Background: an optimization exercise with open tools, aiming at a short achievable clock period and few clock cycles per item. Do not read the settings as production practice.
The RTL was checked by simulation tests, not by an equivalence proof against the original design.
Power figures rest on the tool's default switching activity, not on a simulated workload.

[flow/run.sh]
#!/bin/bash
# synth_recipe.tcl (not shown) runs the flow's synth.tcl, then flattens the netlist and writes it again
# the make line also repeats each setting of config.mk as NAME=value (left out here)
make -C /OpenROAD-flow-scripts/flow DESIGN_CONFIG=/design/flow/config.mk WORK_HOME=/design/flow/orfs CLKGATE_MAP_FILE= SYNTH_SCRIPT=/design/flow/synth_recipe.tcl finish
[flow/design.v]
`default_nettype none
package core_pkg;
    parameter int XLEN = 32;
    typedef logic [XLEN-1:0] word_t;
    typedef logic [31:0]     addr_t;
    typedef logic [4:0]      reg_addr_t;
    typedef logic [31:0]     inst_t;
    typedef enum logic [6:0] {
        OP     = 7'b0110011,
        OP_IMM = 7'b0010011,
        LUI    = 7'b0110111,
        LOAD   = 7'b0000011,
        STORE  = 7'b0100011,
        BRANCH = 7'b1100011
    } opcode_e;
    typedef enum logic [2:0] {
        ALU_ADD,
        ALU_SUB,
        ALU_AND,
        ALU_OR,
        ALU_XOR,
        ALU_PASS_B
    } alu_op_e;
    typedef struct packed {
        addr_t pc;
        inst_t inst;
    } fetch_pkt_t;
    typedef struct packed {
        addr_t     pc;
        alu_op_e   alu_op;
        word_t     op_a;
        word_t     op_b;
        word_t     store_data;
        reg_addr_t rd;
        logic      reg_write;
        logic      load;
        logic      store;
        logic      branch;
        logic      branch_eq;
        addr_t     branch_target;
    } decode_pkt_t;
    typedef struct packed {
        addr_t     pc;
        word_t     result;
        word_t     store_data;
        reg_addr_t rd;
        logic      reg_write;
        logic      load;
        logic      store;
    } exec_pkt_t;
    typedef struct packed {
        addr_t     pc;
        reg_addr_t rd;
        word_t     data;
    } retire_t;
    typedef struct packed {
        logic  taken;
        addr_t target;
    } redirect_t;
    typedef struct packed {
        addr_t addr;
        word_t wdata;
        logic  write;
    } dmem_req_t;
    typedef struct packed {
        logic      write;
        reg_addr_t rd;
        word_t     value;
    } fwd_t;
endpackage
`default_nettype wire
`default_nettype none
module reg_file
(
    input  logic           clk,
    input  logic           reset_i,
    input  core_pkg::reg_addr_t rs1_i,
    input  core_pkg::reg_addr_t rs2_i,
    output core_pkg::word_t          rs1_data_o,
    output core_pkg::word_t          rs2_data_o,
    input  logic           write_valid_i,
    input  core_pkg::retire_t   write_i
);
    core_pkg::word_t regs [1:31];
    logic  wr_en;
    assign wr_en = write_valid_i && (write_i.rd != '0);
    assign rs1_data_o = (rs1_i == '0) ? '0 :
                        (wr_en && write_i.rd == rs1_i) ? write_i.data : regs[rs1_i];
    assign rs2_data_o = (rs2_i == '0) ? '0 :
                        (wr_en && write_i.rd == rs2_i) ? write_i.data : regs[rs2_i];
    always_ff @(posedge clk) begin
        if (reset_i) begin
            for (int i = 1; i < 32; i++) begin
                regs[i] <= '0;
            end
        end else if (wr_en) begin
            regs[write_i.rd] <= write_i.data;
        end
    end
endmodule
`default_nettype wire
`default_nettype none
module fetch_stage
#(
    parameter core_pkg::addr_t RESET_PC = 32'h0000_0000
) (
    input  logic           clk,
    input  logic           reset_i,
    output core_pkg::addr_t          pc_o,
    input  core_pkg::inst_t     inst_i,
    input  core_pkg::redirect_t redirect_i,
    output logic           fetch_valid_o,
    input  logic           fetch_ready_i,
    output core_pkg::fetch_pkt_t     fetch_o
);
    core_pkg::addr_t      pc_q;
    logic       valid_q;
    core_pkg::fetch_pkt_t pkt_q;
    logic       take;
    assign take = !valid_q || fetch_ready_i;
    assign pc_o          = pc_q;
    assign fetch_valid_o = valid_q;
    assign fetch_o       = pkt_q;
    always_ff @(posedge clk) begin
        if (reset_i) begin
            pc_q    <= RESET_PC;
            valid_q <= 1'b0;
        end else if (redirect_i.taken) begin
            pc_q    <= redirect_i.target;
            valid_q <= 1'b0;
        end else if (take) begin
            pc_q    <= pc_q + 32'd4;
            valid_q <= 1'b1;
        end
    end
    always_ff @(posedge clk) begin
        if (take) begin
            pkt_q.pc   <= pc_q;
            pkt_q.inst <= inst_i;
        end
    end
endmodule
`default_nettype wire
`default_nettype none
module decode_stage
(
    input  logic            clk,
    input  logic            reset_i,
    input  logic            fetch_valid_i,
    output logic            fetch_ready_o,
    input  core_pkg::fetch_pkt_t fetch_i,
    output core_pkg::reg_addr_t       rs1_o,
    output core_pkg::reg_addr_t       rs2_o,
    input  core_pkg::word_t      rs1_data_i,
    input  core_pkg::word_t      rs2_data_i,
    input  core_pkg::fwd_t       fwd_ex_i,
    input  core_pkg::fwd_t       fwd_mem_i,
    input  logic            ex_load_pending_i,
    input  core_pkg::redirect_t  redirect_i,
    output logic            decode_valid_o,
    input  logic            decode_ready_i,
    output core_pkg::decode_pkt_t     decode_o
);
    core_pkg::inst_t       inst;
    logic [6:0]  opcode;
    core_pkg::word_t       imm_i;
    core_pkg::word_t       imm_s;
    core_pkg::word_t       imm_b;
    core_pkg::word_t       imm_u;
    core_pkg::word_t       rs1_val;
    core_pkg::word_t       rs2_val;
    logic        use_rs1;
    logic        use_rs2;
    logic        hazard;
    logic        load_en;
    logic        valid_q;
    core_pkg::decode_pkt_t pkt_q;
    core_pkg::decode_pkt_t pkt_next;
    function automatic core_pkg::word_t pick(core_pkg::reg_addr_t src, core_pkg::word_t rf_data, core_pkg::fwd_t ex, core_pkg::fwd_t mem);
        if (src == 5'd0) begin
            pick = 32'd0;
        end else if (ex.write && ex.rd == src) begin
            pick = ex.value;
        end else if (mem.write && mem.rd == src) begin
            pick = mem.value;
        end else begin
            pick = rf_data;
        end
    endfunction
    function automatic logic raw(core_pkg::reg_addr_t src, logic used, logic own_valid,
                                 core_pkg::decode_pkt_t own, logic ex_load, core_pkg::reg_addr_t ex_rd);
        raw = used && (src != 5'd0) &&
               ((own_valid && own.reg_write && own.rd == src) ||
                (ex_load && ex_rd == src));
    endfunction
    assign inst   = fetch_i.inst;
    assign opcode = inst[6:0];
    assign rs1_o  = inst[19:15];
    assign rs2_o  = inst[24:20];
    assign imm_i = {{20{inst[31]}}, inst[31:20]};
    assign imm_s = {{20{inst[31]}}, inst[31:25], inst[11:7]};
    assign imm_b = {{19{inst[31]}}, inst[31], inst[7], inst[30:25], inst[11:8], 1'b0};
    assign imm_u = {inst[31:12], 12'b0};
    assign rs1_val = pick(rs1_o, rs1_data_i, fwd_ex_i, fwd_mem_i);
    assign rs2_val = pick(rs2_o, rs2_data_i, fwd_ex_i, fwd_mem_i);
    always_comb begin
        pkt_next               = '0;
        pkt_next.pc            = fetch_i.pc;
        pkt_next.alu_op        = core_pkg::ALU_ADD;
        pkt_next.op_a          = rs1_val;
        pkt_next.op_b          = imm_i;
        pkt_next.store_data    = rs2_val;
        pkt_next.rd            = inst[11:7];
        pkt_next.branch_target = fetch_i.pc + imm_b;
        use_rs1                = 1'b1;
        use_rs2                = 1'b0;
        case (opcode)
            core_pkg::OP: begin
                use_rs2            = 1'b1;
                pkt_next.op_b      = rs2_val;
                pkt_next.reg_write = 1'b1;
                case (inst[14:12])
                    3'b100:  pkt_next.alu_op = core_pkg::ALU_XOR;
                    3'b110:  pkt_next.alu_op = core_pkg::ALU_OR;
                    3'b111:  pkt_next.alu_op = core_pkg::ALU_AND;
                    default: pkt_next.alu_op = inst[30] ? core_pkg::ALU_SUB : core_pkg::ALU_ADD;
                endcase
            end
            core_pkg::OP_IMM: begin
                pkt_next.reg_write = 1'b1;
            end
            core_pkg::LUI: begin
                use_rs1            = 1'b0;
                pkt_next.alu_op    = core_pkg::ALU_PASS_B;
                pkt_next.op_b      = imm_u;
                pkt_next.reg_write = 1'b1;
            end
            core_pkg::LOAD: begin
                pkt_next.reg_write = 1'b1;
                pkt_next.load      = 1'b1;
            end
            core_pkg::STORE: begin
                use_rs2        = 1'b1;
                pkt_next.op_b  = imm_s;
                pkt_next.store = 1'b1;
            end
            core_pkg::BRANCH: begin
                use_rs2            = 1'b1;
                pkt_next.op_b      = rs2_val;
                pkt_next.branch    = 1'b1;
                pkt_next.branch_eq = (inst[14:12] == 3'b000);
            end
            default: begin
                use_rs1 = 1'b0;
            end
        endcase
    end
    assign hazard = raw(rs1_o, use_rs1, valid_q, pkt_q, ex_load_pending_i, fwd_ex_i.rd) ||
                    raw(rs2_o, use_rs2, valid_q, pkt_q, ex_load_pending_i, fwd_ex_i.rd);
    assign fetch_ready_o  = (!valid_q || decode_ready_i) && !hazard;
    assign load_en        = fetch_valid_i && fetch_ready_o && !redirect_i.taken;
    assign decode_valid_o = valid_q;
    assign decode_o       = pkt_q;
    always_ff @(posedge clk) begin
        if (reset_i) begin
            valid_q <= 1'b0;
        end else if (load_en) begin
            valid_q <= 1'b1;
        end else if (decode_ready_i) begin
            valid_q <= 1'b0;
        end
    end
    always_ff @(posedge clk) begin
        if (load_en) begin
            pkt_q <= pkt_next;
        end
    end
endmodule
`default_nettype wire
`default_nettype none
module execute_stage
(
    input  logic             clk,
    input  logic             reset_i,
    input  logic             decode_valid_i,
    output logic             decode_ready_o,
    input  core_pkg::decode_pkt_t decode_i,
    output core_pkg::redirect_t        redirect_o,
    output core_pkg::fwd_t             fwd_o,
    output logic             load_pending_o,
    output logic             exec_valid_o,
    input  logic             exec_ready_i,
    output core_pkg::exec_pkt_t        exec_o
);
    core_pkg::word_t     result;
    logic      taken;
    logic      xfer;
    logic      valid_q;
    core_pkg::exec_pkt_t pkt_q;
    always_comb begin
        case (decode_i.alu_op)
            core_pkg::ALU_SUB:    result = decode_i.op_a - decode_i.op_b;
            core_pkg::ALU_AND:    result = decode_i.op_a & decode_i.op_b;
            core_pkg::ALU_OR:     result = decode_i.op_a | decode_i.op_b;
            core_pkg::ALU_XOR:    result = decode_i.op_a ^ decode_i.op_b;
            core_pkg::ALU_PASS_B: result = decode_i.op_b;
            default:    result = decode_i.op_a + decode_i.op_b;
        endcase
    end
    assign taken = decode_i.branch &&
                   ((decode_i.op_a == decode_i.op_b) == decode_i.branch_eq);
    assign decode_ready_o = !valid_q || exec_ready_i;
    assign xfer           = decode_valid_i && decode_ready_o;
    assign redirect_o.taken  = xfer && taken;
    assign redirect_o.target = decode_i.branch_target;
    assign fwd_o.write = valid_q && pkt_q.reg_write && !pkt_q.load;
    assign fwd_o.rd    = pkt_q.rd;
    assign fwd_o.value = pkt_q.result;
    assign load_pending_o = valid_q && pkt_q.load;
    assign exec_valid_o = valid_q;
    assign exec_o       = pkt_q;
    always_ff @(posedge clk) begin
        if (reset_i) begin
            valid_q <= 1'b0;
        end else if (decode_ready_o) begin
            valid_q <= decode_valid_i;
        end
    end
    always_ff @(posedge clk) begin
        if (xfer) begin
            pkt_q.pc         <= decode_i.pc;
            pkt_q.result     <= result;
            pkt_q.store_data <= decode_i.store_data;
            pkt_q.rd         <= decode_i.rd;
            pkt_q.reg_write  <= decode_i.reg_write;
            pkt_q.load       <= decode_i.load;
            pkt_q.store      <= decode_i.store;
        end
    end
endmodule
`default_nettype wire
`default_nettype none
module memory_stage
(
    input  logic           clk,
    input  logic           reset_i,
    input  logic           exec_valid_i,
    output logic           exec_ready_o,
    input  core_pkg::exec_pkt_t exec_i,
    output logic           dmem_req_valid_o,
    input  logic           dmem_req_ready_i,
    output core_pkg::dmem_req_t      dmem_req_o,
    input  core_pkg::word_t     dmem_rdata_i,
    output core_pkg::fwd_t           fwd_o,
    output logic           retire_valid_o,
    output core_pkg::retire_t        retire_o
);
    logic    needs_mem;
    logic    xfer;
    logic    valid_q;
    core_pkg::retire_t wb_q;
    core_pkg::retire_t wb_next;
    assign needs_mem = exec_i.load || exec_i.store;
    assign dmem_req_valid_o = exec_valid_i && needs_mem;
    assign dmem_req_o.addr  = exec_i.result;
    assign dmem_req_o.wdata = exec_i.store_data;
    assign dmem_req_o.write = exec_i.store;
    assign exec_ready_o = !needs_mem || dmem_req_ready_i;
    assign xfer         = exec_valid_i && exec_ready_o;
    always_comb begin
        wb_next.pc = exec_i.pc;
        wb_next.rd = exec_i.reg_write ? exec_i.rd : '0;
        if (exec_i.load) begin
            wb_next.data = dmem_rdata_i;
        end else if (exec_i.reg_write) begin
            wb_next.data = exec_i.result;
        end else begin
            wb_next.data = '0;
        end
    end
    always_ff @(posedge clk) begin
        if (reset_i) begin
            valid_q <= 1'b0;
        end else begin
            valid_q <= xfer;
        end
    end
    always_ff @(posedge clk) begin
        if (xfer) begin
            wb_q <= wb_next;
        end
    end
    assign retire_valid_o = valid_q;
    assign retire_o       = wb_q;
    assign fwd_o.write    = valid_q && (wb_q.rd != '0);
    assign fwd_o.rd       = wb_q.rd;
    assign fwd_o.value    = wb_q.data;
endmodule
`default_nettype wire
`default_nettype none
module core_top
#(
    parameter core_pkg::addr_t RESET_PC = 32'h0000_0000
) (
    input  logic           clk,
    input  logic           reset_i,
    output core_pkg::addr_t          pc_o,
    input  core_pkg::inst_t     inst_i,
    output logic           dmem_req_valid_o,
    input  logic           dmem_req_ready_i,
    output core_pkg::dmem_req_t      dmem_req_o,
    input  core_pkg::word_t     dmem_rdata_i,
    output logic           retire_valid_o,
    output core_pkg::retire_t        retire_o
);
    core_pkg::redirect_t   redirect;
    logic        fetch_valid;
    logic        fetch_ready;
    core_pkg::fetch_pkt_t  fetch_pkt;
    core_pkg::reg_addr_t   rs1;
    core_pkg::reg_addr_t   rs2;
    core_pkg::word_t       rs1_data;
    core_pkg::word_t       rs2_data;
    core_pkg::fwd_t        fwd_ex;
    core_pkg::fwd_t        fwd_mem;
    logic        ex_load_pending;
    logic        decode_valid;
    logic        decode_ready;
    core_pkg::decode_pkt_t decode_pkt;
    logic        exec_valid;
    logic        exec_ready;
    core_pkg::exec_pkt_t   exec_pkt;
    fetch_stage #(
        .RESET_PC (RESET_PC)
    ) fetch_i (
        .clk           (clk),
        .reset_i       (reset_i),
        .pc_o          (pc_o),
        .inst_i        (inst_i),
        .redirect_i    (redirect),
        .fetch_valid_o (fetch_valid),
        .fetch_ready_i (fetch_ready),
        .fetch_o       (fetch_pkt)
    );
    decode_stage decode_i (
        .clk               (clk),
        .reset_i           (reset_i),
        .fetch_valid_i     (fetch_valid),
        .fetch_ready_o     (fetch_ready),
        .fetch_i           (fetch_pkt),
        .rs1_o             (rs1),
        .rs2_o             (rs2),
        .rs1_data_i        (rs1_data),
        .rs2_data_i        (rs2_data),
        .fwd_ex_i          (fwd_ex),
        .fwd_mem_i         (fwd_mem),
        .ex_load_pending_i (ex_load_pending),
        .redirect_i        (redirect),
        .decode_valid_o    (decode_valid),
        .decode_ready_i    (decode_ready),
        .decode_o          (decode_pkt)
    );
    reg_file reg_file_i (
        .clk           (clk),
        .reset_i       (reset_i),
        .rs1_i         (rs1),
        .rs2_i         (rs2),
        .rs1_data_o    (rs1_data),
        .rs2_data_o    (rs2_data),
        .write_valid_i (retire_valid_o),
        .write_i       (retire_o)
    );
    execute_stage execute_i (
        .clk            (clk),
        .reset_i        (reset_i),
        .decode_valid_i (decode_valid),
        .decode_ready_o (decode_ready),
        .decode_i       (decode_pkt),
        .redirect_o     (redirect),
        .fwd_o          (fwd_ex),
        .load_pending_o (ex_load_pending),
        .exec_valid_o   (exec_valid),
        .exec_ready_i   (exec_ready),
        .exec_o         (exec_pkt)
    );
    memory_stage memory_i (
        .clk              (clk),
        .reset_i          (reset_i),
        .exec_valid_i     (exec_valid),
        .exec_ready_o     (exec_ready),
        .exec_i           (exec_pkt),
        .dmem_req_valid_o (dmem_req_valid_o),
        .dmem_req_ready_i (dmem_req_ready_i),
        .dmem_req_o       (dmem_req_o),
        .dmem_rdata_i     (dmem_rdata_i),
        .fwd_o            (fwd_mem),
        .retire_valid_o   (retire_valid_o),
        .retire_o         (retire_o)
    );
endmodule
`default_nettype wire
[flow/constraint.sdc]
create_clock -name core_clock -period 6.0 [get_ports {clk}]
set_input_delay 1.2000 -clock core_clock [delete_from_list [all_inputs] [get_ports {clk}]]
set_output_delay 1.2000 -clock core_clock [all_outputs]
set_load 0.01 [all_outputs]
[flow/config.mk]
export PLATFORM = sky130hd
export DESIGN_NAME = core_top
export DESIGN_NICKNAME = core_top
export VERILOG_FILES = /design/flow/design.v
export SDC_FILE = /design/flow/constraint.sdc
export NUM_CORES = 4
export LEC_CHECK = 0
export CAP_MARGIN = 20
export CORE_MARGIN = 2
export CORE_UTILIZATION = 40
export SLEW_MARGIN = 20
==> impl_metrics.ini <==
[detailed_routing]
drt_first_pass_iters = 8
routed_wl_um = 262000
ant_nets = 0
routedWlPerCell_um = 31.5
first_iter_violations = 6659
vias = 49700
avgViaCountPerCell = 5.98
drc = 0

[final_layout]
fin_nets = 5744
layout-drive-gt1-share = 0.203
nFillCells = 17000
area_delta_synth_final_pct = 13.6
final_cells = 8309

[critical_path]
crit_fanout = 53
end_kind = flop
start_kind = flop
r2r_start = decode_i.pkt_q[80]
critPathArrivalTime_ns = 5.30
cp_data_required_time_ns = 6.49
r2r_slack_ns = 1.18
path_class = flop to flop
critical_path.startpoint = decode_i.pkt_q[80]

[placed_design]
post-dp-hpwl_um = 173000
io_buffer_count = 234
dp.cells = 8005
gp_congestion = 0.932
pre_cts_slack_ns = 1.27

[logic_synthesis]
synthXorXnorAreaFrac = 0.0111
syn-cell-area_sq_um = 78700
synth_top_family_by_area = multiplexers
synth_simple_gate_area_frac = 0.121
ys.flop_type = edfxtp_1
yosysSeqAreaShare = 0.559
synth_fa_ha_area_frac = 0.0208
synthMuxAreaShare = 0.195
async_reset_ff_frac = 0
ys_types = 86
synth_edf_count = 1433
yosysWarnings = 5
syn_area_per_cell_sq_um = 14.3
synthCells = 5504
synth_compound_area_frac = 0.0580
synth-seq-cells = 1479

[cts]
postCtsSetupBuffers = 0
cts-buffers-inserted = 165
insertion_delay_ns = 0.84
clkTransAtPathRegs_ns = 0.06
cts_tree = yes
clockBufferDepth = 3
ctsHoldBuffers = 0
cts-root-buf = clkbuf_16
cts.htree.levels = 4
cts-resized-gates = 0
cts.sinks = 1479

[sta]
tns_ns = 0
fin_crit_sh = 0.803
fin_skew_ns = 0.0477
slew_headroom = 0.269
setup_viol = 0
rsz0062_at_grt = no
max_freq_mhz = 208
hold_violations = 0
period_minus_slack_ns = 4.82
tightest_slew_ns = 1.09
fin_ws_ns = 1.18
maxSlewViolCount = 0

[worst_hold_path]
hp-start = fetch_i.pkt_q[32]
hp-class = flop to flop

[global_route]
grt-ovfl-total = 0
grt_pass1_wl_um = 369000
grt_pass1_vias = 49300
grt_max_degree = 72
antenna_found_initial = 27
grt_usage = 0.260

[pwr]
power_uw = 25300
pwr_density_cell_nw_per_um2 = 283
ir_worst_vdd_uv = 201
power.leakage_uw = 0.0321

[floorplanning]
die_h_um = 448
die_w_um = 448
boundaryPins = 235
start_util = 0.403
core_area_sq_um = 195000
fp.dieArea_sq_um = 200000
rows = 162

[job]
drv_cap = 0

[run_status]
status = finished clean
## layout by cell type, fill, tap and decap left out, drive strengths merged, types with 32 or more instances in the layout
master         Yosys  layout
dfxtp             46      46
clkdlybuf4s50      0     233
a22o              32      32
xnor2             64      64
ha               126     126
mux2i             83      83
conb               1      32
xor2              36      36
and2            1008    1008
inv              120     128
a211oi            38      38
a21o              40      40
clkinv             1      72
nor2             278     278
o21ai            122     122
a21oi            215     215
mux4             640     640
buf              141     159
edfxtp          1433    1433
or2               36      36
nor3              36      36
nand3             39      39
o211ai            43      43
nand2            180     180
clkbuf           405     195
## cell type report
class                   instances  area [sq um]  area share
diodes                          7          17.5    0.000196
clock inverters               102          1180      0.0132
clock buffers                 195          4260      0.0477
flip-flops and latches       1479         44000       0.492
multi-input cells            3389         32400       0.362
repair buffers                392          3800      0.0425
inverters                     121           454     0.00508
well taps                    2624          3280      0.0367
## per-stage QoR
step,util,hold WS (ns),area [sq um]
4_1_cts,0.458,0.392,89300
5_1_grt,0.458,0.411,89400
3_5_place_dp,0.430,0.405,83900
3_3_place_gp,0.430,0.401,83900
2_1_floorplan,-,0.400,78800
6_report,0.458,0.398,89400
## registers in the layout, summed over array words and instances (netlist names), named ones only
signal and cells:
execute_i.pkt_q 104, execute_i.valid_q 1, decode_i.pkt_q 172, reg_file_i.regs 1024
fetch_i.pkt_q 64, decode_i.valid_q 1, memory_i.wb_q 69, memory_i.valid_q 1
fetch_i.valid_q 1, fetch_i.pc_q 32
## worst max-delay path, stage by stage (launching register included)
cell and delay, ns:
edfxtp_1 0.39, inv_1 0.08, ha_1 0.44, or4_1 0.59, nor4_1 0.43, nand4_1 0.15
nor3_1 0.62, xnor2_1 0.18, nand3_1 0.12, buf_4 0.35, and3_4 0.68, buf_12 0.37
## synthesized netlist by cell type (46+ instances only)
master    instances  area, sq um
mux2i_1          83          831
mux4_2          640        14400
a21oi_1         215         1080
o21ai_0         121          606
inv_1           120          450
buf_4            66          495
clkbuf_1        404         1520
dfxtp_1          46          921
xnor2_1          64          561
and2_1         1008         6310
nand2_1         180          676
nor2_1          276         1040
buf_1            66          248
edfxtp_1       1433        43000
ha_1            126         1580
## worst paths after layout
kind	endpoint	cells past startpoint
min	decode_i.pkt_q[141]	0
max	decode_i.pkt_q[167]	11
min reg2reg	decode_i.pkt_q[141]	0
max reg2reg	decode_i.pkt_q[167]	11
## layer usage
| metal | global-route usage | wire length (um) | vias up | share of wire |
|---|---|---|---|---|
| met1 | 0.346 | 103000 | 25800 | 0.39 |
| met3 | 0.0623 | 24600 | 446 | 0.094 |
| met4 | 0.0949 | 10200 | 6 | 0.039 |
| met5 | 0 | 25 | - | 0.000096 |
| met2 | 0.414 | 124000 | 2485 | 0.47 |
| li1 | - | - | 21000 | - |
## power by group
group	total, uW	switching (uW)	internal [uW]
sequential	12100	384	11800
combinational	2810	1620	1190
clock	10300	4470	5860
total	25300	6480	18800
## cell families (layout without fill, tap and decap cells)
family,count (synthesis),after routing
DFF,1479,1479
and+or+nand+nor,1699,1699
xor gates and xnor gates,100,100
other,1,39
AOI/OAI and AO/OA,695,695
muxes,734,734
buffers and inverters,667,810
adders and majority gates,129,129
Testbench counts, summed over its fixed seeds: cycles 25,084, items 16,628.

==> afterwards: timing with drivers on the ports <==
No port has a modelled driver above. Below, the same layout with a new extraction and two added sets of constraints.
Step 1 (the two cells are an assumption about what drives the block):
set clk [get_ports {clk}]
set_driving_cell -lib_cell sky130_fd_sc_hd__clkbuf_16 $clk
set_driving_cell -lib_cell sky130_fd_sc_hd__buf_2 [delete_from_list [all_inputs] $clk]
Step 2 adds t to the input delays and takes it off the output delays; t is the mean of the earliest and latest rising clock arrival at the registers after step 1. Input paths then give back, and output paths get back, about the clock's delay inside the block.
a / b / c = ideal ports / drivers / drivers and shift; a / b = the first two.
t, ns: 0.895
setup slack, ns: 1.183 / 1.183 / 1.183
slew at the worst register clock pin (ns): 0.07 / 0.07
After both steps setup and hold are still met in this run. For this run, drivers alone change the setup slack by 0.000 ns; drivers and shift together by 0.000 ns.
